This design comes from an exercise in tuning for small area, a short achievable clock period and few clock cycles per item on the open sky130 flow, not from production work. Function was not checked in any run shown here: the RTL went through the layout flow alone.

File: run.sh
#!/bin/bash
# synth_recipe.tcl (not shown) runs the flow's synth.tcl, then flattens the netlist and writes it again
# the make line also repeats each setting of config.mk as NAME=value (left out here)
make -C /OpenROAD-flow-scripts/flow DESIGN_CONFIG=/design/flow/config.mk WORK_HOME=/design/flow/orfs CLKGATE_MAP_FILE= SYNTH_SCRIPT=/design/flow/synth_recipe.tcl finish
File: config.mk
export PLATFORM = sky130hd
export DESIGN_NAME = cordic_engine
export DESIGN_NICKNAME = cordic_engine
export VERILOG_FILES = /design/flow/design.v
export SDC_FILE = /design/flow/constraint.sdc
export NUM_CORES = 4
export LEC_CHECK = 0
export CAP_MARGIN = 20
export CORE_MARGIN = 2
export CORE_UTILIZATION = 45
export PLACE_DENSITY = 0.6
export SLEW_MARGIN = 20
File: constraint.sdc
create_clock -name core_clock -period 5.0 [get_ports {clock}]
set_input_delay 1.0000 -clock core_clock [delete_from_list [all_inputs] [get_ports {clock}]]
set_output_delay 1.0000 -clock core_clock [all_outputs]
set_load 0.01 [all_outputs]
File: design.v
module cordic_engine #(
  parameter int WIDTH       = 16,
  parameter int ANGLE_WIDTH = 16,
  parameter int STAGES      = 14,
  parameter int GUARD       = 2,
  parameter int TAG_WIDTH   = 8
) (
  input  logic                   clock,
  input  logic                   reset,
  input  logic                   in_valid,
  output logic                   in_ready,
  input  logic                   mode_in,
  input  logic signed [WIDTH-1:0] x_in,
  input  logic signed [WIDTH-1:0] y_in,
  input  logic [ANGLE_WIDTH-1:0] angle_in,
  input  logic [TAG_WIDTH-1:0]   tag_in,
  output logic                   out_valid,
  input  logic                   out_ready,
  output logic signed [WIDTH+1:0] x_out,
  output logic signed [WIDTH+1:0] y_out,
  output logic [ANGLE_WIDTH-1:0] angle_out,
  output logic                   mode_out,
  output logic [TAG_WIDTH-1:0]   tag_out
);
  localparam int IW = WIDTH + 2 + GUARD;
  localparam int AW = ANGLE_WIDTH;
  localparam int OW = WIDTH + 2;
  localparam int ADD  = 1;
  localparam int ADDZ = 1;
  localparam logic [AW-1:0] HALF = {1'b1, {(AW-1){1'b0}}};
  function automatic logic [AW-1:0] atan_lut(input int i);
    logic [32:0] a;
    logic [32:0] r;
    case (i)
      0:  a = 33'h20000000;
      1:  a = 33'h12E4051E;
      2:  a = 33'h09FB385B;
      3:  a = 33'h051111D4;
      4:  a = 33'h028B0D43;
      5:  a = 33'h0145D7E1;
      6:  a = 33'h00A2F61E;
      7:  a = 33'h00517C55;
      8:  a = 33'h0028BE53;
      9:  a = 33'h00145F2F;
      10: a = 33'h000A2F98;
      11: a = 33'h000517CC;
      12: a = 33'h00028BE6;
      13: a = 33'h000145F3;
      14: a = 33'h0000A2FA;
      15: a = 33'h0000517D;
      16: a = 33'h000028BE;
      17: a = 33'h0000145F;
      18: a = 33'h00000A30;
      19: a = 33'h00000518;
      20: a = 33'h0000028C;
      21: a = 33'h00000146;
      22: a = 33'h000000A3;
      23: a = 33'h00000051;
      24: a = 33'h00000029;
      25: a = 33'h00000014;
      26: a = 33'h0000000A;
      27: a = 33'h00000005;
      28: a = 33'h00000003;
      29: a = 33'h00000001;
      30: a = 33'h00000001;
      default: a = 33'h0;
    endcase
    r = (a + ((33'd1 << 32) >> (AW + 1))) >> (32 - AW);
    atan_lut = r[AW-1:0];
  endfunction
  function automatic int lo_bit(input int k);
    if (k <= 1)      lo_bit = GUARD;
    else if (k == 2) lo_bit = GUARD - 1;
    else             lo_bit = 0;
    if (lo_bit < 0) lo_bit = 0;
  endfunction
  function automatic int hi_bit(input int k);
    hi_bit = (k == 0) ? WIDTH + GUARD : IW - 1;
  endfunction
  logic en;                        
  logic v [0:STAGES];              
  assign out_valid = v[STAGES];
  assign en        = ~v[STAGES] | out_ready;
  assign in_ready  = en;
  logic signed [IW-1:0] xs [0:STAGES];
  logic signed [IW-1:0] ys [0:STAGES];
  logic [AW-1:0]        zs [0:STAGES];
  logic                 m  [0:STAGES];
  logic [TAG_WIDTH-1:0] ts [0:STAGES];
  logic                 ds [0:STAGES];     
  logic signed [IW-1:0] x_ext, y_ext, x_pre, y_pre;
  logic [AW-1:0]        z_pre;
  logic                 flip;
  always_comb begin
    x_ext = {{(IW-WIDTH){x_in[WIDTH-1]}}, x_in} <<< GUARD;
    y_ext = {{(IW-WIDTH){y_in[WIDTH-1]}}, y_in} <<< GUARD;
    flip  = mode_in ? x_in[WIDTH-1] : (angle_in[AW-1] ^ angle_in[AW-2]);
    x_pre = flip ? -x_ext : x_ext;
    y_pre = flip ? -y_ext : y_ext;
    if (mode_in) z_pre = flip ? HALF : '0;
    else         z_pre = flip ? angle_in + HALF : angle_in;
  end
  for (genvar k = 0; k <= STAGES; k++) begin : g_st
    localparam int LO = lo_bit(k);
    localparam int HI = hi_bit(k);
    logic signed [IW-1:0] xd, yd;    
    logic [AW-1:0]        zd;
    logic                 md;
    logic                 dd;
    logic [TAG_WIDTH-1:0] td;
    logic                 ld;        
    logic [HI:LO]         xr, yr;
    logic [AW-1:0]        zr;
    logic                 mr;
    logic                 dr;
    logic [TAG_WIDTH-1:0] tr;
    if (k == 0) begin : g_in
      assign xd = x_pre;
      assign yd = y_pre;
      assign zd = z_pre;
      assign md = mode_in;
      assign dd = mode_in ? ((|y_in) & (y_in[WIDTH-1] ^ x_in[WIDTH-1])) : ~angle_in[AW-2];
      assign td = tag_in;
      assign ld = en;
      always_ff @(posedge clock or posedge reset) begin
        if (reset) v[0] <= 1'b0;
        else if (en) v[0] <= in_valid;
      end
    end else begin : g_it
      localparam int I = k - 1;
      localparam logic [AW-1:0] ATAN = atan_lut(I);
      localparam logic [AW-1:0] NATAN = -atan_lut(I);
      logic signed [IW-1:0] xsh, ysh;
      logic [IW:0]          xa, ya;
      logic                 d;
      logic [AW-1:0]        zn;
      assign xsh = xs[k-1] >>> I;
      assign ysh = ys[k-1] >>> I;
      assign d   = ds[k-1];
      cordic_add #(.W(IW), .KIND(ADD)) u_x (.a(xs[k-1]), .b(ysh ^ {IW{d}}), .ci(d), .s(xa[IW:1]));
      cordic_add #(.W(IW), .KIND(ADD)) u_y (.a(ys[k-1]), .b(xsh ^ {IW{~d}}), .ci(~d), .s(ya[IW:1]));
      cordic_add #(.W(AW), .KIND(ADDZ)) u_z (.a(zs[k-1]), .b(d ? NATAN : ATAN), .ci(1'b0), .s(zn));
      assign xa[0] = 1'b0;
      assign ya[0] = 1'b0;
      assign xd = xa[IW:1];
      assign yd = ya[IW:1];
      assign zd = zn;
      assign md = m[k-1];
      assign dd = (k < STAGES) ? (m[k-1] ? ya[IW] : ~zn[AW-1]) : 1'b0;
      assign td = ts[k-1];
      assign ld = en;
      always_ff @(posedge clock or posedge reset) begin
        if (reset) v[k] <= 1'b0;
        else if (en) v[k] <= v[k-1];
      end
    end
    always_ff @(posedge clock) begin
      if (ld) begin
        xr <= xd[HI:LO];
        yr <= yd[HI:LO];
        zr <= zd;
        mr <= md;
        dr <= dd;
        tr <= td;
      end
    end
    assign xs[k] = {{(IW-1-HI){xr[HI]}}, xr, {LO{1'b0}}};
    assign ys[k] = {{(IW-1-HI){yr[HI]}}, yr, {LO{1'b0}}};
    assign zs[k] = zr;
    assign m[k]  = mr;
    assign ds[k] = dr;
    assign ts[k] = tr;
  end
  assign x_out     = xs[STAGES][IW-1:GUARD];
  assign y_out     = ys[STAGES][IW-1:GUARD];
  assign angle_out = zs[STAGES];
  assign mode_out  = m[STAGES];
  assign tag_out   = ts[STAGES];
endmodule
module cordic_add #(
  parameter int W    = 20,
  parameter int KIND = 1
) (
  input  logic [W-1:0] a,
  input  logic [W-1:0] b,
  input  logic         ci,
  output logic [W-1:0] s
);
  localparam int L = $clog2(W);
  if (KIND == 0) begin : g_op
    assign s = a + b + {{(W-1){1'b0}}, ci};
  end else if (KIND == 4) begin : g_rip
    logic [W:0] c;
    assign c[0] = ci;
    for (genvar i = 0; i < W; i++) begin : g_b
      assign s[i]   = a[i] ^ b[i] ^ c[i];
      assign c[i+1] = (a[i] & b[i]) | (c[i] & (a[i] ^ b[i]));
    end
  end else begin : g_pre
    logic [W-1:0] p, g;
    logic [W-1:0] gg [0:L];
    logic [W-1:0] pp [0:L];
    assign p = a ^ b;
    assign g = a & b;
    assign gg[0] = {g[W-1:1], g[0] | (p[0] & ci)};
    assign pp[0] = p;
    for (genvar l = 0; l < L; l++) begin : g_lv
      for (genvar i = 0; i < W; i++) begin : g_b
        localparam int SK = ((i >> l) << l) - 1;    
        localparam int KS = i - (1 << l);           
        localparam int BK = i - (1 << l);           
        if (KIND == 1 && ((i >> l) & 1)) begin : g_sk
          assign gg[l+1][i] = gg[l][i] | (pp[l][i] & gg[l][SK]);
          assign pp[l+1][i] = pp[l][i] & pp[l][SK];
        end else if (KIND == 2 && KS >= 0) begin : g_ks
          assign gg[l+1][i] = gg[l][i] | (pp[l][i] & gg[l][KS]);
          assign pp[l+1][i] = pp[l][i] & pp[l][KS];
        end else if (KIND == 3 && ((i + 1) % (2 << l)) == 0) begin : g_bk
          assign gg[l+1][i] = gg[l][i] | (pp[l][i] & gg[l][BK]);
          assign pp[l+1][i] = pp[l][i] & pp[l][BK];
        end else begin : g_pass
          assign gg[l+1][i] = gg[l][i];
          assign pp[l+1][i] = pp[l][i];
        end
      end
    end
    logic [W:0] c;
    assign c[0] = ci;
    if (KIND == 3) begin : g_bkdown
      logic [W-1:0] gd [0:L];
      assign gd[L] = gg[L];
      for (genvar l = L - 1; l >= 0; l--) begin : g_lv
        for (genvar i = 0; i < W; i++) begin : g_b
          localparam int J = i - (1 << l);
          if (J >= 0 && ((i + 1) % (1 << l)) == 0 && ((i + 1) % (2 << l)) != 0
              && ((J + 1) % (2 << l)) == 0) begin : g_f
            assign gd[l][i] = gd[l+1][i] | (pp[l][i] & gd[l+1][J]);
          end else begin : g_p
            assign gd[l][i] = gd[l+1][i];
          end
        end
      end
      assign c[W:1] = gd[0];
    end else begin : g_c
      assign c[W:1] = gg[L];
    end
    assign s = p ^ c[W-1:0];
  end
endmodule
==> run summary, run 1 <==
critical-path cell list=buf_4 -> xnor2_1 -> ha_1 -> or4_1 -> o21ai_0 -> a21boi_0 -> o41a_1 -> a31o_2 -> a211oi_1 -> xor2_1 -> mux2i_1; Final Max Tran Viols=0; mux cell area share after synthesis=0.656%; R2R cell count=11; Antenna Nets Post-Route=0; Clock Tree Root=clkbuf_16; drt wl/cell=15.5 um; area leader, netlist=edfxtp_1; asr flop ratio synth=1.52%; final hold violation count=0; largest family of logic cells by synthesized area=adder cells; CTS tree=done; adder-cell share of the synthesized area=19.2%; Die Ht=373 um; cts hold-fix bufs=0; clk_skew=51.6 ps; status=finished clean; Global Route Usage Sum=16.2%; worst hold-check path type=register to register; layout cells sized above 1=5.16%; final core occ=50.8%; wirelength, routed=110,000 um; Critical Path Slowest Stage Cell=xor2_1; post-synthesis cell type count=69; post-synthesis register bit count=988; area delta synth->final=12.3%; synth top area cells=edfxtp_1, ha_1, xnor2_1, fa_1, xor2_1; max cap viols=0; clk buf depth=3; most common cell after layout, fill and taps aside=edfxtp_1; instance count on the critical path=11; post-synthesis sequential area ratio=48.3%; # IOs=124; TNS Setup=0 ps; nets=6,128; Critical Path AT=4930 ps; die width=373 um; vias per cell=5.05; Top Family by Delay on Critical Path=compound AO/OA/AOI/OAI gates; share of the synthesized area in the top cell type=47.7%; DRT iter0 DRCs=1,403; worst skew pair latency=730 ps; Rel. slew slack=28.2%; antenna cells=0; yosys warns=21; DRC=0; Compound-Gate Fraction of Synth Area=8.60%; Mean Syn Cell Area=12.3 um2; Post-Syn Area=61,200 um2; final hold slack=415 ps; Final period util=90.5%; global-route wire length before repair=183,000 um; H-tree depth=3; Syn Nets=5,886; detailed-route via count=35,925; Post-synth EDFFs=973; initial core utilization=45.2%; RSZ-0062 raised after global routing=no; number of CTS-inserted buffers=113; Tmin final=4520 ps; port bufs=123; Worst Max-Slew Pin Slew=1080 ps; initial antenna violation count=0; max incr delay on CP=660 ps; CP Capture Type=register; Overflow after GRT=0; DP Wirelength=85,200 um; crit path max fanout=41; Primary FF master, synth=edfxtp_1; GP Congestion=0.860; via count of the first global-routing pass=37,092; CTS-repair resized insts=0; CP bufs+invs=1; Worst Hold Depth=0; CORE AREA=135,000 um2; Crit Path Class=register to register; largest net degree at the start of global routing=188; synthesized instance count=4,995; worst path required time=5410 ps; crit start category=register; postcts setup bufs=0; most frequent cells in the layout=edfxtp_1, ha_1, xnor2_1; Fmax=221 MHz; xor/xnor share of the synthesized area=12.7%; drt first pass iters=5; final setup vio count=0; TritonCTS Sinks=988; Clock transition at path regs=60 ps; simple-gate share of the synthesized area=7.07%; row cnt=135; die area=139,000 um2; Fillers=11,850
metal layers:
metal	global-route usage (%)	wire (um)	up-vias
li1	-	-	18218
met1	18.3	45400	17120
met2	30.8	58600	392
met3	2.17	3120	195
met4	5.72	3280	0
met5	0	0	-
cell families after synthesis:
group                      count (synthesis)
DFF                                      988
and+or+nand+nor                          884
muxes                                     38
xor gates and xnor gates                 890
AOI/OAI and AO/OA                        813
adders and majority gates                830
buffers and inverters                    552
Yosys cell counts (6+ instances only):
| library cell | count |
|---|---|
| a211oi_1 | 35 |
| a21boi_0 | 23 |
| a21o_1 | 91 |
| a21oi_1 | 272 |
| a31o_2 | 14 |
| a31oi_1 | 24 |
| and2_1 | 14 |
| and3_1 | 36 |
| and4_1 | 6 |
| buf_1 | 16 |
| clkbuf_1 | 34 |
| dfrtp_1 | 15 |
| edfxtp_1 | 973 |
| fa_1 | 181 |
| ha_1 | 649 |
| inv_1 | 500 |
| mux2_2 | 17 |
| mux2i_1 | 21 |
| nand2_1 | 147 |
| nand2b_1 | 76 |
| nand3_1 | 65 |
| nand3b_1 | 7 |
| nand4_1 | 11 |
| nor2_1 | 276 |
| nor2b_1 | 74 |
| nor3_1 | 111 |
| nor4_1 | 6 |
| o2111ai_1 | 9 |
| o211ai_1 | 21 |
| o21a_1 | 77 |
| o21ai_0 | 143 |
| o21bai_1 | 13 |
| o31ai_1 | 13 |
| o41a_1 | 16 |
| o41ai_1 | 11 |
| or2_2 | 11 |
| or3_1 | 23 |
| or4_1 | 11 |
| xnor2_1 | 516 |
| xor2_1 | 374 |
registers in the layout (all words and copies together), names as in the netlist:
register,count
g_st.zr,240
g_st.dr,14
v,15
g_st.xr,292
g_st.yr,292
g_st.tr,120
g_st.mr,15
path summary, 6_finish.rpt:
path	start	endpoint	slack, ps
worst min register to register	g_st[10].tr[6]	g_st[11].tr[6]	420
max in group asynchronous	reset	v[12]	4000
worst min-delay path	g_st[10].tr[6]	g_st[11].tr[6]	420
min in group asynchronous	reset	v[14]	640
worst max-delay path	g_st[5].dr	g_st[6].dr	480
worst max register to register	g_st[5].dr	g_st[6].dr	480
metrics by stage:
stage,setup slack (ps),area [um2],cells
after floorplan,173,61200,4995
after global placement,330,65000,6902
after detailed placement,335,65000,6902
after CTS,343,68700,7108
after global routing,181,68700,7109
final,477,68700,7109
area by class of cell:
type | count | area [um2] | share of cell area (%)
flip-flops and latches | 988 | 29600 | 43.1
multi-input cells | 3455 | 29500 | 43.0
clock buffers | 136 | 2980 | 4.33
well taps | 1781 | 2230 | 3.24
inverters | 500 | 1880 | 2.73
repair buffers | 179 | 1770 | 2.58
clock inverters | 70 | 727 | 1.06
==> run 2: changes to the inputs <==
--- a/config.mk
+++ b/config.mk
@@ -9,4 +9,5 @@
 export CORE_MARGIN = 2
 export CORE_UTILIZATION = 45
 export PLACE_DENSITY = 0.6
+export SETUP_SLACK_MARGIN = 2.7
 export SLEW_MARGIN = 20
==> run 2 against run 1 <==
- sequential cell count is the same
- synthesized area is the same
- first-iteration DRC count grew 34%
- non-clock buffer count grew 772
- still clean
- maximum frequency grew 31%
- global-route usage grew 2.4 points
- final cell count grew 11%
==> run summary, run 2 <==
status=finished clean; worst hold-check path type=register to register; final setup vio count=0 (unchanged); Clock transition at path regs=60 ps (about the same); PnR worst setup slack=1550 ps (+1070 ps); synth top area cells=edfxtp_1, ha_1, xnor2_1, fa_1, xor2_1; Final Max Tran Viols=0 (unchanged); post-route insts no fill=7,886 (+11%); wirelength, routed=135,000 um (+23%); most frequent cells in the layout=edfxtp_1, ha_1, buf_4; design area=83,900 um2 (+22%); Syn Nets=5,886 (unchanged); Crit Path Class=register to register; Critical Path AT=3940 ps (-990 ps); asr flop ratio synth=1.52% (unchanged); CP bufs+invs=6 (+5); share of the synthesized area in the top cell type=47.7% (unchanged); Die Ht=373 um (unchanged); FF-to-FF Start=g_st[6].dr; Post-Syn Area=61,200 um2 (unchanged); CTS tree=done; Fmax=289 MHz (+31%); max incr delay on CP=520 ps (-140 ps); worst path required time=5490 ps (+80 ps); global-route wire length before repair=209,000 um (+14%); yosys warns=21 (unchanged); biggest regs=g_st.xr x292, g_st.yr x292, g_st.zr x240; final hold violation count=0 (unchanged); Commonest cells post-synth=edfxtp_1, ha_1, xnor2_1, inv_1, xor2_1; critical-path cell list=buf_6 -> buf_12 -> buf_6 -> buf_8 -> buf_12 -> xnor2_4 -> fa_2 -> nor2b_4 -> o2111ai_4 -> nand3_4 -> a31oi_4 -> a21boi_2 -> o21a_1 -> nor2_1 -> fa_2 -> inv_1; Tmin final=3450 ps (-1070 ps); post-synthesis register bit count=988 (unchanged); Worst Max-Slew Pin Slew=1130 ps (+56.5 ps); FF-to-FF End=g_st[7].xr[16]; RSZ-0062 raised after global routing=yes; TritonCTS Sinks=988 (unchanged); drt first pass iters=6 (+1); port bufs=123 (unchanged); dpl cells=6,903 (+0.014%); most common cell after layout, fill and taps aside=edfxtp_1; sink of the worst hold path=g_st[11].zr[0]; nets=6,899 (+13%); pre-CTS setup slack=672 ps (+337 ps); clk_skew=36.3 ps (-15.3 ps); area leader, netlist=edfxtp_1; largest family of logic cells by synthesized area=adder cells; Clock Tree Root=clkbuf_16; synthesized instance count=4,995 (unchanged); clk buf depth=3 (unchanged); Global Route Usage Sum=18.5% (+2.4 points); die width=373 um (unchanged); Antenna Nets Post-Route=0 (unchanged); H-tree depth=3 (unchanged); initial antenna violation count=1 (+1); Overflow after GRT=0 (unchanged); final core occ=62.0% (+11 points); DP Wirelength=84,400 um (-0.99%); Area after DPL=65,200 um2 (+0.31%); R2R cell count=16 (+5); largest net degree at the start of global routing=188 (unchanged); multi-input logic area=37,200 um2 (+26%); Worst Hold Depth=0 (unchanged); row cnt=135 (unchanged); DRT iter0 DRCs=1,874 (+34%); crit start category=register; simple-gate share of the synthesized area=7.07% (unchanged); adder-cell share of the synthesized area=19.2% (unchanged); Final period util=69.1% (-21 points); Post-synth EDFFs=973 (unchanged); initial core utilization=45.2% (unchanged); worst hold start=g_st[10].zr[0]; mux cell area share after synthesis=0.656% (unchanged); cell with the most instances after synthesis=edfxtp_1; Primary FF master, synth=edfxtp_1; Register Area=29,600 um2 (unchanged); TNS Setup=0 ps (unchanged); CORE AREA=135,000 um2 (unchanged); CP Capture Type=register; vias per cell=5.13 (+1.5%); die area=139,000 um2 (unchanged); DRC=0 (unchanged); drt wl/cell=17.2 um (+11%); crit path max fanout=8 (-80%); Fillers=9,956 (-16%); max cap viols=0 (unchanged); area delta synth->final=37.1%; worst skew pair latency=730 ps (about the same); instance count on the critical path=16 (+5); Compound-Gate Fraction of Synth Area=8.60% (unchanged); cts hold-fix bufs=0 (unchanged); Mean Syn Cell Area=12.3 um2 (unchanged); post-synthesis cell type count=69 (unchanged); xor/xnor share of the synthesized area=12.7% (unchanged); Rel. slew slack=24.4% (-3.8 points); Top Family by Delay on Critical Path=adder cells; number of CTS-inserted buffers=112 (-0.88%); post-synthesis sequential area ratio=48.3% (unchanged); Critical Path Slowest Stage Cell=fa_2; detailed-route via count=40,441 (+13%); GP Congestion=0.866 (+0.67%); # IOs=124 (unchanged); layout cells sized above 1=37.4% (+32 points); via count of the first global-routing pass=41,822 (+13%)
run 2: changes by cell type in the layout (fill, tap and decap cells not counted), sizes merged, moves of 3 or more:
cell and delta:
clkdlybuf4s50 -68, inv -8, buf +829, clkinvlp +11
clkbuf +5, dlygate4sd2 +4, bufbuf +3
run 2: cells by family after synthesis:
| group | after synthesis |
|---|---|
| AO/OA/AOI/OAI | 813 |
| XOR/XNOR | 890 |
| adder cells (fa/ha/maj) | 830 |
| buffers and inverters | 552 |
| flip-flops | 988 |
| multiplexers | 38 |
| AND/OR/NAND/NOR | 884 |
run 2: worst max-delay path by stage:
stage | start | endpoint | slack (ps)
floorplan | out_ready | in_ready | 370
global placement | g_st[5].dr | g_st[6].dr | 710
detailed placement | g_st[5].dr | g_st[6].dr | 670
CTS | g_st[13].dr | g_st[14].xr[19] | 1550
global route | g_st[13].dr | g_st[14].xr[19] | 1430
finish | g_st[6].dr | g_st[7].xr[16] | 1550
run 2: metal layers:
metal | track usage [%] | vias up | routed length (um)
met5 | 0 | - | 0
met4 | 6.55 | 0 | 4730
met3 | 2.24 | 269 | 4020
met2 | 36.2 | 601 | 74700
met1 | 20.4 | 19835 | 51900
li1 | - | 19736 | -
run 2: repair_timing:
| item | 4_1_cts | 5_1_grt |
|---|---|---|
| setup endpoints to repair | 1301 | 601 |
| pin swaps | 535 | 551 |
| setup buffers | 486 | 271 |
| cloned | 11 | 4 |
| resized for setup | 1476 | 723 |
run 2: layout make-up:
class	instances	share of cell area [%]
Sequential cell	988	35.3
Inverter	500	2.29
Multi-Input combinational cell	3455	44.4
Tap cell	1781	2.66
Antenna cell	1	0.00298
Timing Repair Buffer	951	11.0
Clock buffer	137	3.55
Clock inverter	73	0.829
run 2: stage by stage:
stage | hold WS (ps)
after floorplan | 400
after global placement | 400
after detailed placement | 405
after CTS | 417
after global routing | 416
final | 412

port drivers added, routing unchanged:
The results above use ideal ports. As a check the final layouts listed here were re-extracted and re-timed, cells and wires unchanged. Step 1 assumes that a clkbuf_16 drives the clock port and a buf_2 every other input. Step 2 also shifts input and output timing later by t, the mid clock arrival at the registers, as if the neighbouring blocks saw the same clock. Slacks: ideal ports / drivers / drivers and shift; pairs: ideal ports / drivers.
| run | shift t [ns] | setup slack, ns | worst hold slack (ns) | worst setup path at the end | pins driven straight from the clock port |
|---|---|---|---|---|---|
| run 1 | 0.781 | 0.477 / 0.477 / 0.477 | 0.415 / 0.415 / 0.415 | register to register | 1 |
| run 2 | 0.792 | 1.545 / 1.545 / 1.545 | 0.412 / 0.412 / 0.412 | register to register | 1 |
After both steps every run listed still meets setup and hold.
